Background: an optimization exercise with open tools, aiming at small area, a short achievable clock period and few clock cycles per item. Do not read the settings as production practice. Only simulation tests tie the RTL to the original design; equivalence was not proved.

==> flow/design.v, too long to show whole: its modules and the start of the top module <==
// module hb_interp2: 646 lines
module hb_interp2 #(
    parameter int unsigned DW   = 16,
    parameter int unsigned ACCW = 36
) (
    input  logic                 clk,
    input  logic                 reset,
    input  logic signed [DW-1:0] x_in,
    input  logic                 x_in_valid,
    output logic                 x_in_ready,
    output logic signed [DW-1:0] y_out,
    output logic                 y_out_valid
);
  // ...
==> flow/flow/run.sh <==
#!/bin/bash
# Standard ORFS flow, with a netlist clean-up between synthesis and floorplan (logic unchanged):
#  flow/fapol.py removes inverters around full-adder cells,
#  flow/fapin.py puts each adder's latest input on its fastest pin.
# Ports are buffered with buf_2 cells instead of the default delay buffers.
set -euo pipefail
R=orfs/results/sky130hd/hb_interp2/base
bash standard.sh synth > synth.log 2>&1
cp $R/1_2_yosys.v $R/1_2_yosys.std.v
python3 flow/fapol.py $R/1_2_yosys.std.v $R/1_2_yosys.pol.v > fapol.log 2>&1
python3 flow/fapin.py $R/1_2_yosys.pol.v $R/1_2_yosys.v > fapin.log 2>&1
touch $R/1_2_yosys.v
bash standard.sh "BUFFER_PORTS_ARGS=-buffer_cell sky130_fd_sc_hd__buf_2" finish > finish.log 2>&1
==> flow/flow/fapin.py <==
#!/usr/bin/env python3
"""Input pin assignment for full/half adder cells in a mapped sky130 netlist.

The three inputs of a full adder (and the two of a half adder) are interchangeable.
A simple arrival-time estimate is propagated through the netlist, and each adder's
latest-arriving input is put on its fastest pin (CIN, then B). Logic is unchanged.
Usage: fapin.py IN.v OUT.v"""
import re, sys
from collections import defaultdict

src = open(sys.argv[1]).read()
inst_re = re.compile(r'^(\s*)(sky130_fd_sc_hd__\w+)\s+(\S+)\s*\((.*?)\);\n', re.S | re.M)
pin_re = re.compile(r'\.(\w+)\(\s*(.*?)\s*\)\s*(?:,|$)', re.S)
insts = []
for m in inst_re.finditer(src):
    pins = [(p, n.strip()) for p, n in pin_re.findall(m.group(4))]
    insts.append(dict(start=m.start(), end=m.end(), cell=m.group(2), name=m.group(3), pins=pins))

OUT_PINS = {"X", "Y", "Q", "Q_N", "SUM", "COUT", "HI", "LO"}
def kind(c):
    c = c.replace("sky130_fd_sc_hd__", "")
    if re.match(r"fa_\d+$", c): return "fa"
    if re.match(r"ha_\d+$", c): return "ha"
    if re.match(r"(df|edf|sdf)\w*$", c): return "ff"
    if re.match(r"(clk)?inv\w*$", c): return "inv"
    return "gate"

FA_D = {"A": {"SUM": 0.55, "COUT": 0.44}, "B": {"SUM": 0.53, "COUT": 0.41}, "CIN": {"SUM": 0.50, "COUT": 0.39}}
HA_D = {"A": {"SUM": 0.32, "COUT": 0.23}, "B": {"SUM": 0.31, "COUT": 0.21}}

driver = {}
loads = defaultdict(list)
for i, it in enumerate(insts):
    for p, n in it["pins"]:
        if p in OUT_PINS: driver[n] = i
        else: loads[n].append(i)

arr = {}
# sources: flop outputs and nets without a driver (ports, constants)
indeg = {}
for i, it in enumerate(insts):
    k = kind(it["cell"])
    if k == "ff":
        indeg[i] = 0
    else:
        indeg[i] = sum(1 for p, n in it["pins"] if p not in OUT_PINS and n in driver
                       and kind(insts[driver[n]]["cell"]) != "ff")
ready = [i for i in indeg if indeg[i] == 0]
def a(n):
    if n in arr: return arr[n]
    if n in driver and kind(insts[driver[n]]["cell"]) == "ff": return 0.35
    return 0.0
swaps = 0
order = []
while ready:
    i = ready.pop()
    order.append(i)
    it = insts[i]
    k = kind(it["cell"])
    ins = [(p, n) for p, n in it["pins"] if p not in OUT_PINS]
    outs = [(p, n) for p, n in it["pins"] if p in OUT_PINS]
    if k in ("fa", "ha"):
        pinorder = ["A", "B", "CIN"] if k == "fa" else ["A", "B"]
        nets = sorted([n for p, n in ins], key=a)
        newpins = dict(zip(pinorder, nets))
        if any(dict(ins)[p] != newpins[p] for p in pinorder): swaps += 1
        it["pins"] = [(p, newpins[p]) if p in newpins else (p, n) for p, n in it["pins"]]
        D = FA_D if k == "fa" else HA_D
        for p, n in outs:
            arr[n] = max(a(newpins[q]) + D[q][p] for q in pinorder)
    elif k == "ff":
        for p, n in outs: arr[n] = 0.35
    else:
        t = max([a(n) for p, n in ins] or [0.0]) + (0.06 if k == "inv" else 0.2)
        for p, n in outs: arr[n] = t
    if k != "ff":
        for p, n in outs:
            for j in loads[n]:
                if kind(insts[j]["cell"]) == "ff": continue
                indeg[j] -= 1
                if indeg[j] == 0: ready.append(j)
left = [i for i in indeg if indeg[i] > 0]
sys.stderr.write(f"fapin: {swaps} adders re-pinned; worst estimated arrival {max(arr.values()):.2f}; "
                 f"{len(left)} cells not reached\n")

def esc(n):
    return n + " " if n.startswith("\\") else n
out = []
pos = 0
for it in insts:
    out.append(src[pos:it["start"]])
    pos = it["end"]
    body = ",\n".join(f"    .{p}({esc(n)})" for p, n in it["pins"])
    out.append(f"  {it['cell']} {it['name']} (\n{body}\n  );\n")
out.append(src[pos:])
open(sys.argv[2], "w").write("".join(out))
==> flow/flow/fapol.py <==
#!/usr/bin/env python3
"""Inverter clean-up around full adders in a mapped sky130 netlist.

A full adder is self-dual: FA(~a, ~b, ~c) = (~sum, ~cout). Yosys' adder extraction often
leaves inverters on the inputs and outputs of fa cells. This script gives each fa cell a
flag 'flipped' (its pins then carry the complements of the original values), chooses the
flags greedily to need as few inverters as possible, and rewrites the netlist with the
inverters that are then needed. The logic function of the module is unchanged.
Usage: fapol.py IN.v OUT.v"""
import re, sys
from collections import defaultdict

src = open(sys.argv[1]).read()
inst_re = re.compile(r'^(\s*)(sky130_fd_sc_hd__\w+)\s+(\S+)\s*\((.*?)\);\n', re.S | re.M)
pin_re = re.compile(r'\.(\w+)\(\s*(.*?)\s*\)\s*(?:,|$)', re.S)

insts = []
for m in inst_re.finditer(src):
    pins = [(p, n.strip()) for p, n in pin_re.findall(m.group(4))]
    insts.append(dict(start=m.start(), end=m.end(), cell=m.group(2), name=m.group(3), pins=pins))

OUT_PINS = {"X", "Y", "Q", "Q_N", "SUM", "COUT", "HI", "LO"}
def is_inv(c): return re.match(r"sky130_fd_sc_hd__(clk)?inv_\d+$", c) is not None
def is_fa(c): return re.match(r"sky130_fd_sc_hd__fa_\d+$", c) is not None

driver = {}
loads = defaultdict(list)   # net -> [(inst index, pin)]
for i, it in enumerate(insts):
    for p, n in it["pins"]:
        if p in OUT_PINS: driver[n] = (i, p)
        else: loads[n].append((i, p))

# nets used outside cell pins (ports, assigns) are left as they are
port_nets = set()
hdr = src[:insts[0]["start"]] if insts else src
for m in re.finditer(r'^\s*(input|output)\s+(?:\[(\d+):(\d+)\]\s*)?(\S+?);', src, re.M):
    nm = m.group(4)
    if m.group(2):
        for b in range(int(m.group(3)), int(m.group(2)) + 1):
            port_nets.add(f"{nm}[{b}]")
    port_nets.add(nm)

inv_idx = [i for i, it in enumerate(insts) if it["cell"] == "sky130_fd_sc_hd__inv_1"]
fa_idx = [i for i, it in enumerate(insts) if is_fa(it["cell"])]

# managed inverters: inv_1 whose output is not a port net
managed = set()
for i in inv_idx:
    pins = dict(insts[i]["pins"])
    if pins["Y"] in port_nets or pins["A"] in port_nets and False:
        continue
    managed.add(i)

def base_of(net):
    """follow managed inverters back: returns (base net, parity)"""
    k = 0
    seen = 0
    while net in driver and driver[net][0] in managed and seen < 8:
        net = dict(insts[driver[net][0]]["pins"])["A"]
        k ^= 1; seen += 1
    return net, k

# consumers: every non-managed-inverter input pin; record its base and parity
cons = []   # (inst, pin, base, parity)
for i, it in enumerate(insts):
    if i in managed: continue
    for p, n in it["pins"]:
        if p in OUT_PINS: continue
        b, k = base_of(n)
        cons.append((i, p, b, k))
# port outputs driven through managed inverters also count as consumers
for n in port_nets:
    if n in driver and driver[n][0] in managed:
        pass  # excluded above (managed excludes inverters driving ports)

fa_set = set(fa_idx)
flip = defaultdict(int)
def drv_flip(b):
    d = driver.get(b)
    return flip[d[0]] if d and d[0] in fa_set else 0
by_base = defaultdict(list)
for c in cons: by_base[c[2]].append(c)
def need(c):
    i, p, b, k = c
    return k ^ drv_flip(b) ^ (flip[i] if i in fa_set else 0)
def base_cost(b):
    s = set(need(c) for c in by_base[b])
    return 1 if 1 in s else 0
# bases touched by an fa (as driver or consumer)
fa_bases = defaultdict(set)
for c in cons:
    if c[0] in fa_set: fa_bases[c[0]].add(c[2])
for i in fa_idx:
    for p, n in insts[i]["pins"]:
        if p in OUT_PINS: fa_bases[i].add(n)

before = sum(base_cost(b) for b in by_base)
import random
def total(): return sum(base_cost(b) for b in by_base)
best = (before, {i: 0 for i in fa_idx})
for seed in range(40):
    rnd = random.Random(seed)
    for i in fa_idx: flip[i] = rnd.randint(0, 1) if seed else 0
    for it_ in range(40):
        changed = 0
        order = fa_idx[:]; rnd.shuffle(order)
        for i in order:
            bs = fa_bases[i]
            c0 = sum(base_cost(b) for b in bs)
            flip[i] ^= 1
            c1 = sum(base_cost(b) for b in bs)
            if c1 < c0: changed += 1
            elif c1 == c0 and rnd.random() < 0.3: pass
            else: flip[i] ^= 1
        if not changed and it_ > 5: break
    t = total()
    if t < best[0]: best = (t, {i: flip[i] for i in fa_idx})
for i in fa_idx: flip[i] = best[1][i]
after = sum(base_cost(b) for b in by_base)
sys.stderr.write(f"fapol: {len(managed)} inverters managed; needed before {before}, after {after}; "
                 f"{sum(flip.values())} of {len(fa_idx)} fa flipped\n")

# rewrite: drop managed inverters, reconnect consumers to base or to a new inverter
newinv = {}
new_wires = []
def inv_of(b):
    if b not in newinv:
        w = f"_fapol_{len(newinv)}_"
        newinv[b] = w
        new_wires.append(w)
    return newinv[b]
repl = {}   # (inst, pin) -> net
for c in cons:
    i, p, b, k = c
    repl[(i, p)] = inv_of(b) if need(c) else b

def esc(n):
    return n + " " if n.startswith("\\") else n
out = []
pos = 0
for i, it in enumerate(insts):
    out.append(src[pos:it["start"]])
    pos = it["end"]
    if i in managed:
        continue
    pins = []
    for p, n in it["pins"]:
        pins.append((p, repl.get((i, p), n)))
    body = ",\n".join(f"    .{p}({esc(n)})" for p, n in pins)
    out.append(f"  {it['cell']} {it['name']} (\n{body}\n  );\n")
rest = src[pos:]
# new inverters before endmodule
invs = "".join(f"  sky130_fd_sc_hd__inv_1 _fapol_inv_{j}_ (\n    .A({esc(b)}),\n    .Y({w})\n  );\n"
               for j, (b, w) in enumerate(newinv.items()))
rest = rest.replace("endmodule", invs + "endmodule", 1)
text = "".join(out) + rest
# declare new wires after the module header's first wire declaration
decl = "".join(f"  wire {w};\n" for w in new_wires)
text = re.sub(r'(\n\s*wire )', "\n" + decl.rstrip("\n") + r'\1', text, count=1)
open(sys.argv[2], "w").write(text)
==> flow/standard.sh <==
#!/bin/bash
# synth_recipe.tcl (not shown) runs the flow's synth.tcl, then flattens the netlist and writes it again
# the make line also repeats each setting of config.mk as NAME=value (left out here)
make -C /OpenROAD-flow-scripts/flow DESIGN_CONFIG=/design/flow/config.mk WORK_HOME=/design/flow/orfs CLKGATE_MAP_FILE= SYNTH_SCRIPT=/design/flow/synth_recipe.tcl "${@:-finish}"
==> flow/config.mk <==
export PLATFORM = sky130hd
export DESIGN_NAME = hb_interp2
export DESIGN_NICKNAME = hb_interp2
export VERILOG_FILES = /design/flow/design.v
export SDC_FILE = /design/flow/constraint.sdc
export NUM_CORES = 4
export LEC_CHECK = 0
export CAP_MARGIN = 20
export CORE_MARGIN = 2
export CORE_UTILIZATION = 75
export CTS_CLUSTER_DIAMETER = 100
export CTS_CLUSTER_SIZE = 30
export PLACE_DENSITY = 0.85
export SETUP_SLACK_MARGIN = 2.8
export SLEW_MARGIN = 20
==> flow/constraint.sdc <==
create_clock -name core_clock -period 6.0 [get_ports {clk}]
set_input_delay 1.2000 -clock core_clock [delete_from_list [all_inputs] [get_ports {clk}]]
set_output_delay 1.2000 -clock core_clock [all_outputs]
set_load 0.01 [all_outputs]
==> reports/results.tsv, run 1 <==
metric	value	unit
outcome	no timing/DRC/antenna violations	
fin_crit	3.27	ns
multiInputGateArea	10400	um2
final_cells	1991	
multi_input_area_share	50.0	%
place_hpwl	37.3	mm
flops_and_latches	422	
wl_met1	19.2	mm
final_area	20700	um2
start_util	76.9	%
clk_latency	0.53	ns
setup_viol	0	
layout_commonest_cell	dfxtp_1	
die-area	27300	um2
grt_max_degree	113	
final_util	81.9	%
dieWidth	165	um
rsz0062_at_grt	true	
largest_cell_class	multi-input combinational cells	
ios	37	
use_met1	48.0	%
nFillCells	1347	
clk_share	2.65	%
crit_family	adder cells	
vias	13200	
ys_warn_count	4	
post_cts_hold_buffer_count	0	
antenna_found_initial	1	
drive_above_1_share	10.6	%
start_kind	flip-flop	
grt_pass1_wl	76.4	mm
slowest_delay	0.54	ns
crit_cells	12	
drtAntennaViolNets	0	
antenna_cells	0	
fin_hold_ws	0.378	ns
fin_setup_tns	0	ns
Testbench counts, summed over its fixed seeds: cycles 4,144, samples 2,048.
==> run 2, diff against run 1 <==
--- a/flow/design.v
+++ b/flow/design.v
@@ -16,19 +16,19 @@
     logic [7:0] pa[14];
     logic [10:0] q0;
     logic [8:0] q1;
     logic [8:0] q2;
     logic [8:0] q3;
     logic [8:0] q4;
     logic [8:0] q5;
     logic [11:0] q6;
-    logic [8:0] s0, s1, s2, s3, s4, s5, s6;
     logic [23:0] ta, tb, tc, za, zb, z;
     logic [17:0] zr;
+    logic [8:0] s0, s1, s2, s3, s4, s5, s6;
     logic [15:0] o3, y, bsel, asat;
     logic acc;
     assign x_in_ready  = ph;
     assign y_out       = y;
     assign y_out_valid = yv;
     assign acc         = x_in_valid & ph;
     always_ff @(posedge clk or posedge reset) begin
         if (reset) begin
@@ -624,17 +624,125 @@
     assign us109 = uc102 ^ us107;
     assign uc110 = uc102 | us107;
     assign us111 = ta[21] ^ uc108;
     assign uc112 = ta[21] | uc108;
     assign us113 = ta[22] ^ ph_b;
     assign uc114 = ~ta[22] & ph_b;
     assign za = {~ph_b, ~uc112, ~uc110, ~uc105, ~uc100, ~uc96, ~uc92, ~uc87, ~uc81, uc75, uc69, uc65, uc61, uc55, uc49, uc43, uc37, ~uc32, ~uc26, uc20, uc14, uc8, ~us5, o3[0]};
     assign zb = {uc114, ~us113, us111, us109, ~us104, us99, ~us95, us91, ~us86, ~us80, us74, us68, us64, us60, us54, us48, us42, us36, ~us31, ~us25, us19, us13, us7, us2};
-    assign z = za + zb;
+    wire [23:0] cpa_p, cpa_g0, cpa_s;
+    assign cpa_p = za ^ zb;
+    assign cpa_g0 = za & zb;
+    wire cpa_g1_1 = cpa_g0[1] | (cpa_p[1] & cpa_g0[0]);
+    wire cpa_q1_1 = cpa_p[1] & cpa_p[0];
+    wire cpa_g1_3 = cpa_g0[3] | (cpa_p[3] & cpa_g0[2]);
+    wire cpa_q1_3 = cpa_p[3] & cpa_p[2];
+    wire cpa_g1_5 = cpa_g0[5] | (cpa_p[5] & cpa_g0[4]);
+    wire cpa_q1_5 = cpa_p[5] & cpa_p[4];
+    wire cpa_g1_7 = cpa_g0[7] | (cpa_p[7] & cpa_g0[6]);
+    wire cpa_q1_7 = cpa_p[7] & cpa_p[6];
+    wire cpa_g1_9 = cpa_g0[9] | (cpa_p[9] & cpa_g0[8]);
+    wire cpa_q1_9 = cpa_p[9] & cpa_p[8];
+    wire cpa_g1_11 = cpa_g0[11] | (cpa_p[11] & cpa_g0[10]);
+    wire cpa_q1_11 = cpa_p[11] & cpa_p[10];
+    wire cpa_g1_13 = cpa_g0[13] | (cpa_p[13] & cpa_g0[12]);
+    wire cpa_q1_13 = cpa_p[13] & cpa_p[12];
+    wire cpa_g1_15 = cpa_g0[15] | (cpa_p[15] & cpa_g0[14]);
+    wire cpa_q1_15 = cpa_p[15] & cpa_p[14];
+    wire cpa_g1_17 = cpa_g0[17] | (cpa_p[17] & cpa_g0[16]);
+    wire cpa_q1_17 = cpa_p[17] & cpa_p[16];
+    wire cpa_g1_19 = cpa_g0[19] | (cpa_p[19] & cpa_g0[18]);
+    wire cpa_q1_19 = cpa_p[19] & cpa_p[18];
+    wire cpa_g1_21 = cpa_g0[21] | (cpa_p[21] & cpa_g0[20]);
+    wire cpa_q1_21 = cpa_p[21] & cpa_p[20];
+    wire cpa_g1_23 = cpa_g0[23] | (cpa_p[23] & cpa_g0[22]);
+    wire cpa_q1_23 = cpa_p[23] & cpa_p[22];
+    wire cpa_g2_2 = cpa_g0[2] | (cpa_p[2] & cpa_g1_1);
+    wire cpa_q2_2 = cpa_p[2] & cpa_q1_1;
+    wire cpa_g2_3 = cpa_g1_3 | (cpa_q1_3 & cpa_g1_1);
+    wire cpa_q2_3 = cpa_q1_3 & cpa_q1_1;
+    wire cpa_g2_6 = cpa_g0[6] | (cpa_p[6] & cpa_g1_5);
+    wire cpa_q2_6 = cpa_p[6] & cpa_q1_5;
+    wire cpa_g2_7 = cpa_g1_7 | (cpa_q1_7 & cpa_g1_5);
+    wire cpa_q2_7 = cpa_q1_7 & cpa_q1_5;
+    wire cpa_g2_10 = cpa_g0[10] | (cpa_p[10] & cpa_g1_9);
+    wire cpa_q2_10 = cpa_p[10] & cpa_q1_9;
+    wire cpa_g2_11 = cpa_g1_11 | (cpa_q1_11 & cpa_g1_9);
+    wire cpa_q2_11 = cpa_q1_11 & cpa_q1_9;
+    wire cpa_g2_14 = cpa_g0[14] | (cpa_p[14] & cpa_g1_13);
+    wire cpa_q2_14 = cpa_p[14] & cpa_q1_13;
+    wire cpa_g2_15 = cpa_g1_15 | (cpa_q1_15 & cpa_g1_13);
+    wire cpa_q2_15 = cpa_q1_15 & cpa_q1_13;
+    wire cpa_g2_18 = cpa_g0[18] | (cpa_p[18] & cpa_g1_17);
+    wire cpa_q2_18 = cpa_p[18] & cpa_q1_17;
+    wire cpa_g2_19 = cpa_g1_19 | (cpa_q1_19 & cpa_g1_17);
+    wire cpa_q2_19 = cpa_q1_19 & cpa_q1_17;
+    wire cpa_g2_22 = cpa_g0[22] | (cpa_p[22] & cpa_g1_21);
+    wire cpa_q2_22 = cpa_p[22] & cpa_q1_21;
+    wire cpa_g2_23 = cpa_g1_23 | (cpa_q1_23 & cpa_g1_21);
+    wire cpa_q2_23 = cpa_q1_23 & cpa_q1_21;
+    wire cpa_g3_4 = cpa_g0[4] | (cpa_p[4] & cpa_g2_3);
+    wire cpa_q3_4 = cpa_p[4] & cpa_q2_3;
+    wire cpa_g3_5 = cpa_g1_5 | (cpa_q1_5 & cpa_g2_3);
+    wire cpa_q3_5 = cpa_q1_5 & cpa_q2_3;
+    wire cpa_g3_6 = cpa_g2_6 | (cpa_q2_6 & cpa_g2_3);
+    wire cpa_q3_6 = cpa_q2_6 & cpa_q2_3;
+    wire cpa_g3_7 = cpa_g2_7 | (cpa_q2_7 & cpa_g2_3);
+    wire cpa_q3_7 = cpa_q2_7 & cpa_q2_3;
+    wire cpa_g3_12 = cpa_g0[12] | (cpa_p[12] & cpa_g2_11);
+    wire cpa_q3_12 = cpa_p[12] & cpa_q2_11;
+    wire cpa_g3_13 = cpa_g1_13 | (cpa_q1_13 & cpa_g2_11);
+    wire cpa_q3_13 = cpa_q1_13 & cpa_q2_11;
+    wire cpa_g3_14 = cpa_g2_14 | (cpa_q2_14 & cpa_g2_11);
+    wire cpa_q3_14 = cpa_q2_14 & cpa_q2_11;
+    wire cpa_g3_15 = cpa_g2_15 | (cpa_q2_15 & cpa_g2_11);
+    wire cpa_q3_15 = cpa_q2_15 & cpa_q2_11;
+    wire cpa_g3_20 = cpa_g0[20] | (cpa_p[20] & cpa_g2_19);
+    wire cpa_q3_20 = cpa_p[20] & cpa_q2_19;
+    wire cpa_g3_21 = cpa_g1_21 | (cpa_q1_21 & cpa_g2_19);
+    wire cpa_q3_21 = cpa_q1_21 & cpa_q2_19;
+    wire cpa_g3_22 = cpa_g2_22 | (cpa_q2_22 & cpa_g2_19);
+    wire cpa_q3_22 = cpa_q2_22 & cpa_q2_19;
+    wire cpa_g3_23 = cpa_g2_23 | (cpa_q2_23 & cpa_g2_19);
+    wire cpa_q3_23 = cpa_q2_23 & cpa_q2_19;
+    wire cpa_g4_8 = cpa_g0[8] | (cpa_p[8] & cpa_g3_7);
+    wire cpa_q4_8 = cpa_p[8] & cpa_q3_7;
+    wire cpa_g4_9 = cpa_g1_9 | (cpa_q1_9 & cpa_g3_7);
+    wire cpa_q4_9 = cpa_q1_9 & cpa_q3_7;
+    wire cpa_g4_10 = cpa_g2_10 | (cpa_q2_10 & cpa_g3_7);
+    wire cpa_q4_10 = cpa_q2_10 & cpa_q3_7;
+    wire cpa_g4_11 = cpa_g2_11 | (cpa_q2_11 & cpa_g3_7);
+    wire cpa_q4_11 = cpa_q2_11 & cpa_q3_7;
+    wire cpa_g4_12 = cpa_g3_12 | (cpa_q3_12 & cpa_g3_7);
+    wire cpa_q4_12 = cpa_q3_12 & cpa_q3_7;
+    wire cpa_g4_13 = cpa_g3_13 | (cpa_q3_13 & cpa_g3_7);
+    wire cpa_q4_13 = cpa_q3_13 & cpa_q3_7;
+    wire cpa_g4_14 = cpa_g3_14 | (cpa_q3_14 & cpa_g3_7);
+    wire cpa_q4_14 = cpa_q3_14 & cpa_q3_7;
+    wire cpa_g4_15 = cpa_g3_15 | (cpa_q3_15 & cpa_g3_7);
+    wire cpa_q4_15 = cpa_q3_15 & cpa_q3_7;
+    wire cpa_g5_16 = cpa_g0[16] | (cpa_p[16] & cpa_g4_15);
+    wire cpa_q5_16 = cpa_p[16] & cpa_q4_15;
+    wire cpa_g5_17 = cpa_g1_17 | (cpa_q1_17 & cpa_g4_15);
+    wire cpa_q5_17 = cpa_q1_17 & cpa_q4_15;
+    wire cpa_g5_18 = cpa_g2_18 | (cpa_q2_18 & cpa_g4_15);
+    wire cpa_q5_18 = cpa_q2_18 & cpa_q4_15;
+    wire cpa_g5_19 = cpa_g2_19 | (cpa_q2_19 & cpa_g4_15);
+    wire cpa_q5_19 = cpa_q2_19 & cpa_q4_15;
+    wire cpa_g5_20 = cpa_g3_20 | (cpa_q3_20 & cpa_g4_15);
+    wire cpa_q5_20 = cpa_q3_20 & cpa_q4_15;
+    wire cpa_g5_21 = cpa_g3_21 | (cpa_q3_21 & cpa_g4_15);
+    wire cpa_q5_21 = cpa_q3_21 & cpa_q4_15;
+    wire cpa_g5_22 = cpa_g3_22 | (cpa_q3_22 & cpa_g4_15);
+    wire cpa_q5_22 = cpa_q3_22 & cpa_q4_15;
+    wire cpa_g5_23 = cpa_g3_23 | (cpa_q3_23 & cpa_g4_15);
+    wire cpa_q5_23 = cpa_q3_23 & cpa_q4_15;
+    assign cpa_s = cpa_p ^ {cpa_g5_22, cpa_g5_21, cpa_g5_20, cpa_g5_19, cpa_g5_18, cpa_g5_17, cpa_g5_16, cpa_g4_15, cpa_g4_14, cpa_g4_13, cpa_g4_12, cpa_g4_11, cpa_g4_10, cpa_g4_9, cpa_g4_8, cpa_g3_7, cpa_g3_6, cpa_g3_5, cpa_g3_4, cpa_g2_3, cpa_g2_2, cpa_g1_1, cpa_g0[0], 1'b0};
+    assign z = cpa_s;
     always_ff @(posedge clk) begin
         zr <= z[23:6];
     end
     always_comb begin
         if (zr[16] != zr[15]) asat = zr[16] ? 16'h8000 : 16'h7fff;
         else                  asat = zr[15:0];
         if (v2 & v4)      bsel = {~ra[8], rb[8]};
         else if (v2 | v4) bsel = {~ra[7], rb[7]};
==> flow/flow/run.sh (replaced) <==
#!/bin/bash
# Standard ORFS flow, with one netlist clean-up between synthesis and floorplan:
# flow/fapol.py removes inverters around full-adder cells (logic unchanged).
set -euo pipefail
R=orfs/results/sky130hd/hb_interp2/base
bash standard.sh synth > synth.log 2>&1
cp $R/1_2_yosys.v $R/1_2_yosys.std.v
python3 flow/fapol.py $R/1_2_yosys.std.v $R/1_2_yosys.v > fapol.log 2>&1
touch $R/1_2_yosys.v
bash standard.sh "BUFFER_PORTS_ARGS=-buffer_cell sky130_fd_sc_hd__buf_2" finish > finish.log 2>&1
removed: flow/flow/fapin.py
==> run 2 against run 1 <==
  * Still clean
  * Worst hold slack got worse by 0.012 ns
  * Utilization decreased by 0.71 points
  * Cell count decreased by 3.9%
  * Global-route usage decreased by 1.7 points
  * Wire length decreased by 8.3%
  * Sequential share of layout area increased by 1.1 points
  * Register-to-register slack improved by 0.03 ns
  * Critical path type unchanged
  * Critical endpoint is now zr[10]
  * Highest routed layer unchanged
==> reports/results.tsv, run 2 <==
metric	value	unit	change
ys_warn_count	4		unchanged
syn_area	18900	um2	
grt_max_degree	113		unchanged
setup_viol	0		unchanged
place_hpwl	35.1	mm	-5.8%
clkSinkCount	422		
path_clk_slew	0.11	ns	
cts_buffers	18		
maxCapViolCount	0		
fin_nets	1917		
path_class	flip-flop to flip-flop		
relSlewSlack	24.1	%	
cp.arrival	3.64	ns	
worst_setup_path_end_kind	flip-flop		
floorplan.rows	58		
final_area	20300	um2	-2.3%
final_cell_mix	dfxtp_1, fa_1, inv_1		
finalCritPeriodShare	53.9	%	
layout_commonest_cell	dfxtp_1		
grtUsageTotal	36.2	%	
dp.cells	1877		
synth_nets	1909		
crit_slowest_cell	fa_1		
avgSynthCellArea	12.1	um2	
antenna_found_initial	1		unchanged
final_util	81.2	%	-0.71 points
path_max_fanout	5		
grt_pass1_wl	71.5	mm	-6.4%
area_growth	7.16	%	
syn_inst	1569		
fin_setup_tns	0	ns	unchanged
htreeDepth	1		
finalMaxSlewViolations	0		
path_common_cell	fa_1		
worst_ep_required_time	6.41	ns	
drtAntennaViolNets	0		unchanged
grt_pass1_vias	12500		
hp-class	flip-flop to flip-flop		
max_clock_freq	309	MHz	
vias	12100		-7.9%
finalHoldViolations	0		
die-area	26500	um2	-2.8%
start_util	75.7	%	-1.1 points
clk_latency	0.53	ns	about the same
port_buffers	36		
clock_path_buffers	3		
grt_overflow	0		
drt_iter0_drc	1130		
slowest_delay	0.53	ns	about the same
cts_root_buffer	clkbuf_16		
crit_chain	inv_1, fa_1, fa_1, ha_4, nand4_1, nor2_2, nand3_4, a21oi_4, nand2b_4, fa_2		
ios	37		unchanged
start_kind	flip-flop		
cts_tree	done		
totalWireLength	46.8	mm	
worst_slew_pin_slew	1.14	ns	
skew	0.0173	ns	
final_cells	1914		-3.9%
wire_per_inst	24.5	um	
fin_crit	3.23	ns	-0.0304 ns
post_dp_cell_area	19300	um2	
dieWidth	163	um	-1.4%
die_h	163	um	
biggestRegsByFlops	ra x112, rb x112, ta x23		
via_per_inst	6.34		
path_buf_inv	1		
post_cts_hold_buffer_count	0		unchanged
drc	0		
place.gp.congestion	0.998		
crit_family	adder cells		
core_area	25000	um2	
outcome	no timing/DRC/antenna violations		
drive_above_1_share	11.2	%	+0.65 points
rsz0062_at_grt	true		
drt-pass1-iter-count	6		
-- run 2: worst register-to-register path: cells and delay by family, from the launching register on --
kind | cells | cell delay [ns]
AND/OR/NAND/NOR | 4 | 0.68
flip-flops | 1 | 0.34
AO/OA/AOI/OAI | 1 | 0.28
adder cells (fa/ha/maj) | 4 | 1.78
buffers and inverters | 1 | 0.05
-- run 2: final cells by class --
type                            instances  area (um2)
Sequential cell                       422        8610
Antenna cell                            1        2.50
Inverter                              161         604
Multi-Input combinational cell        925        9810
Clock inverter                          3        58.8
Timing Repair Buffer                   49         278
Tap cell                              330         413
Fill cell                            1449        4700
Clock buffer                           23         490
-- run 2: through the flow --
step / hold WS (ns) / setup slack [ns]
global placement: 0.333 / 2.68
finish: 0.366 / 2.77
global route: 0.369 / 2.68
detailed placement: 0.344 / 2.63
CTS: 0.367 / 2.80
floorplan: 0.331 / 2.84
-- run 2: worst paths after layout --
kind | cells after the start | endpoint | slack, ns | startpoint
max in group asynchronous | 2 | sb | 4.53 | reset
setup reg to reg | 10 | zr[10] | 2.77 | ta[10]
hold reg to reg | 0 | v4 | 0.37 | v3
setup / recovery | 10 | zr[10] | 2.77 | ta[10]
min in group asynchronous | 2 | ph_c | 0.83 | reset
hold / removal | 0 | v4 | 0.37 | v3
-- run 2: what timing repair did --
| action | 4_1_cts | 5_1_grt |
|---|---|---|
| setup endpoints to repair | 15 | 25 |
| pin swaps | 10 | 27 |
| resized for setup | 37 | 59 |
| setup buffers | 2 | 8 |
-- run 2: metal layers --
layer / track usage (%) / part of all wire (%) / up-vias
met5: 0 / 0.023 / -
met1: 45.8 / 39 / 6140
li1: - / - / 5350
met3: 4.81 / 6.0 / 129
met2: 62.8 / 50 / 518
met4: 15.7 / 5.0 / 2
Testbench counts of run 2, summed over its fixed seeds: cycles 4,144, samples 2,048.

re-timing with driven ports:
No port has a modelled driver above. Below, the same layouts with a new extraction and two added sets of constraints. Step 1 sets driving cells, clkbuf_16 on the clock port and buf_2 on the other inputs (assumed; they add their load-dependent delay and slew). Step 2 also shifts input and output timing later by t, the mid clock arrival at the registers, as if the neighbouring blocks saw the same clock. a / b / c = no drivers / after step 1 / after step 2; a / b = the first two.
run | t (ns) | setup slack, ns | hold WS [ns] | clock arrival spread, ns | slew at the worst register clock pin (ns)
run 1 | 0.581 | 2.735 / 2.735 / 2.735 | 0.378 / 0.378 / 0.378 | 0.021 / 0.021 | 0.12 / 0.12
run 2 | 0.575 | 2.765 / 2.765 / 2.765 | 0.366 / 0.366 / 0.366 | 0.018 / 0.019 | 0.12 / 0.12
After both steps every run listed still meets setup and hold.
